What follows belongs to an exercise in optimizing a design on an open flow for small area, a short achievable clock period and few clock cycles per item; a production flow would make more cautious choices. In this exercise RTL edits were held to simulation tests only and were not proved equivalent to the original. No activity file was given, so power comes from the tool's default toggle rates.

## wildcard_string_matcher_core
module wildcard_string_matcher_core #(
   parameter int MAX_PATTERN = 64
) (
   input  logic        clock,
   input  logic        reset,
   input  logic        req_tvalid,
   output logic        req_tready,
   input  logic [7:0]  req_tdata,    
   input  logic [1:0]  req_tuser,    
   output logic        rsp_tvalid,
   input  logic        rsp_tready,
   output logic [7:0]  rsp_tdata     
);
For scale: ~3100 cells after synthesis, ~800 flip-flops, about 24 I/O pins.
export LEC_CHECK = 0
export CAP_MARGIN = 20
export CORE_MARGIN = 2
export CORE_UTILIZATION = 65
export CTS_BUF_LIST = sky130_fd_sc_hd__clkbuf_8
export CTS_CLUSTER_DIAMETER = 50
export CTS_CLUSTER_SIZE = 14
export SETUP_SLACK_MARGIN = 3.0
export SLEW_MARGIN = 20
create_clock -name core_clock -period 5.0 [get_ports {clock}]
standard.sh (not shown) runs the stock make flow with config.mk's settings and CLKGATE_MAP_FILE= SYNTH_SCRIPT=/design/flow/synth_recipe.tcl, a recipe that flattens the netlist after the stock synthesis.
==> flow/flow/run.sh <==
#!/bin/bash
# The standard layout, with the port buffers that buffer_ports inserts made
# ordinary buffers (buf_4) instead of the cell it picks by default.
set -euo pipefail
export BUFFER_PORTS_ARGS="-buffer_cell sky130_fd_sc_hd__buf_4"
bash standard.sh > standard.log 2>&1
The first run finished clean.
Testbench counts at the start, summed over its fixed seeds: cycles 9,989, items 5,396.
Edit:
Settings changed: SETUP_SLACK_MARGIN 3.0 to 2.7.
Outcome:
- The new run completed without violations
- clock skew falls by 0.0041 ns
- routed wire length falls by 6.5%
- die area stays the same
- power falls by 3.8%
- combinational power falls by 21%
- worst setup slack is worse by 0.045 ns
- fmax falls by 2.0%

---

== build 64 ==
Starting RTL as in the previous note.
clock: 5.0 ns
lec_check: 0
cap_margin: 20
core_margin: 2
core_utilization: 65
cts_buf_list: sky130_fd_sc_hd__clkbuf_8
cts_cluster_diameter: 50
cts_cluster_size: 14
setup_slack_margin: 2.8
slew_margin: 20
Scripts as last shown in full above: flow/flow/run.sh
Build 64: all stages complete, timing, DRC and antenna checks passed
Testbench counts of build 64, summed over its fixed seeds: cycles 9,989, items 5,396.
Here is what was changed in the inputs of build 32 compared with build 64.
- CORE_UTILIZATION: 65 -> 75
==> run summary <==
- When build 32 is measured against build 64, its wire length of the first global-routing pass turns out 1.5 mm higher.
- When the final numbers for build 64 and build 32 were put side by side, the buffer count from post-CTS setup fixing turned out to be greater in build 64.
- Comparing build 64 and build 32, the lower number of cells on the critical path is on build 64.
- Build 32 ends up with a setup slack that is 0.059 ns lower than in build 64.
- [diff] post-detailed-routing wire length, build 32 relative to build 64: regression
- Summary — final period demand of the worst path, build 32 relative to build 64: higher, by 0.059 ns.
- Going from build 64 to build 32, the slew at the pin closest to its max-slew limit was found to have gone up by 0.019 ns.
- Comparing the two runs side by side, build 32 comes out behind build 64 on remaining max-slew budget at the tightest pin.
- Build 32 vs build 64, end point of the critical path: hold_ff[23] vs rsp_tdata[0]
The following lists how build 50 was set up differently from build 32:
- a change of SETUP_SLACK_MARGIN from 2.8 to 2.9
- a change of CTS_BUF_LIST from sky130_fd_sc_hd__clkbuf_8 to sky130_fd_sc_hd__clkbuf_4 sky130_fd_sc_hd__clkbuf_8
- a change of CTS_CLUSTER_SIZE from 14 to 10
- a change of CTS_CLUSTER_DIAMETER from 50 to 40
- a change of CORE_UTILIZATION from 75 to 65
Findings:
Flip-flop and latch count came out exactly the same in build 32 and build 50. The antenna cell count number comes out lower for build 32 vs build 50. The post-layout minimum cycle time of build 50 was inferior to that of build 32. Non-clock buffer area fraction after layout in build 50 is 0.87 points above build 32. The sequential power on build 50 is in line with that on build 32. Of build 50 and build 32, it is build 50 that has the higher total power. Build 50 packs its core more loosely than build 32. Build 50 against build 32: area growth from synthesis to final layout went up by 4.8 points, portion of the clock cycle consumed by the worst path in the final layout did not really move. For maximum frequency, build 50 and build 32 come out practically identical.
Edits applied to the flow inputs when going from build 50 to build 58:
- SETUP_SLACK_MARGIN now 2.5, was 2.9
- CTS_BUF_LIST now sky130_fd_sc_hd__clkbuf_8, was sky130_fd_sc_hd__clkbuf_4 sky130_fd_sc_hd__clkbuf_8
- CTS_CLUSTER_SIZE now 14, was 10
- CTS_CLUSTER_DIAMETER now 50, was 40
==> run summary <==
On part of the total power dissipated in the clock network, the lower figure sits with build 58, not build 50. When the final numbers for build 58 and build 50 were put side by side, the internal power turned out to be smaller in build 58. Looking at utilization after layout, build 58 sits 4.0 points below build 50. Summary — area added between synthesis and finish, build 58 relative to build 50: lower, by 6.0 points. The maximum frequency of build 58 was inferior to that of build 50. Build 50 -> build 58: final cell count without fillers decreased by a few percent. Measured against build 50, the design area of build 58 comes out at 0.946 times the reference value.

---

Setup of main:
Starting RTL as in the previous note.
// wildcard_string_matcher_core
module wildcard_string_matcher_core #(
   parameter int MAX_PATTERN = 64
) (
   input  logic        clock,
   input  logic        reset,
   input  logic        req_tvalid,
   output logic        req_tready,
   input  logic [7:0]  req_tdata,    
   input  logic [1:0]  req_tuser,    
   output logic        rsp_tvalid,
   input  logic        rsp_tready,
   output logic [7:0]  rsp_tdata     
);
   localparam int N     = MAX_PATTERN;
   localparam int NS    = N + 1;          
   localparam int LEN_W = $clog2(N + 1);
   localparam int POS_W = $clog2(NS);
   localparam int PW1   = POS_W + 1;
   localparam int QD    = 5;              
   localparam int GRP   = 8;              
   localparam int NG    = (NS + GRP - 1) / GRP;
   localparam int CNT_W = $clog2(QD + 1);
   localparam int KLVL  = 3;                           
   localparam int RUN_K = 1 << KLVL;                   
   localparam int SLOW_PASSES = (N + RUN_K - 3) / (RUN_K - 1);   
   localparam int SC_W  = $clog2(SLOW_PASSES + 1);
   localparam int RK_W  = $clog2(RUN_K + 1);
   localparam int W_SLOT = 0;             
   function automatic logic [POS_W-1:0] slot_add(input logic [POS_W-1:0] a,
  ...
Settings: LEC_CHECK=0, CAP_MARGIN=20, CORE_MARGIN=2, CORE_UTILIZATION=65, CTS_BUF_LIST=sky130_fd_sc_hd__clkbuf_8, CTS_CLUSTER_DIAMETER=50, CTS_CLUSTER_SIZE=14, SETUP_SLACK_MARGIN=3.1, SLEW_MARGIN=20; clock period 5.0 ns.
Scripts as last shown in full above: flow/flow/run.sh
Every stage of the flow completed for main, and the final layout passed the timing, DRC and antenna checks.
Testbench counts of main, summed over its fixed seeds: cycles 9,989, items 5,396.
[inputs] the feature branch vs main
Settings: swapping 3.1 for 2.9 in SETUP_SLACK_MARGIN.
### Flow results
As of the feature branch, reported clock group power had fallen by a few percent compared to main.
Status: critical path depth parity (main, the feature branch)
The feature branch vs main: non-clock buffer count down
Summary of the comparison: shortest clock period the worst path allows after layout is lower in the feature branch, relative to main.
Row longest individual stage delay on the worst path: the feature branch lower / main higher

## re-timing with driven ports
In the flow no input, the clock included, has a driving cell. The finished layouts below were timed again as built, in two steps. Step 1 assumes that a clkbuf_16 drives the clock port and a buf_2 every other input. Step 2, shift: input delay + t, output delay - t, t = (earliest + latest rising clock arrival at the registers) / 2. This alone moves slack from input paths to output paths. a / b / c = no drivers / after step 1 / after step 2; a / b = the first two.
run	t (ns)	setup slack, ns	clock arrival spread, ns	worst data-port slew with drivers (ns)
the first run of note 1	0.742	2.780 / 2.724 / 2.287	0.043 / 0.043	0.04
the second run of note 1	0.732	2.734 / 2.728 / 2.040	0.028 / 0.029	0.04
build 64	0.730	2.812 / 2.757 / 2.131	0.041 / 0.041	0.04
build 32	0.730	2.752 / 2.752 / 2.091	0.030 / 0.029	0.07
build 50	0.779	2.749 / 2.692 / 2.126	0.024 / 0.024	0.08
build 58	0.738	2.593 / 2.595 / 1.888	0.023 / 0.024	0.05
main	0.730	2.783 / 2.726 / 2.165	0.031 / 0.031	0.24
the feature branch	0.742	2.791 / 2.735 / 2.229	0.034 / 0.034	0.07
After both steps setup and hold are still met in every run listed. For build 58, which loses most, drivers alone change the setup slack by +0.002 ns; drivers and shift together by -0.705 ns.
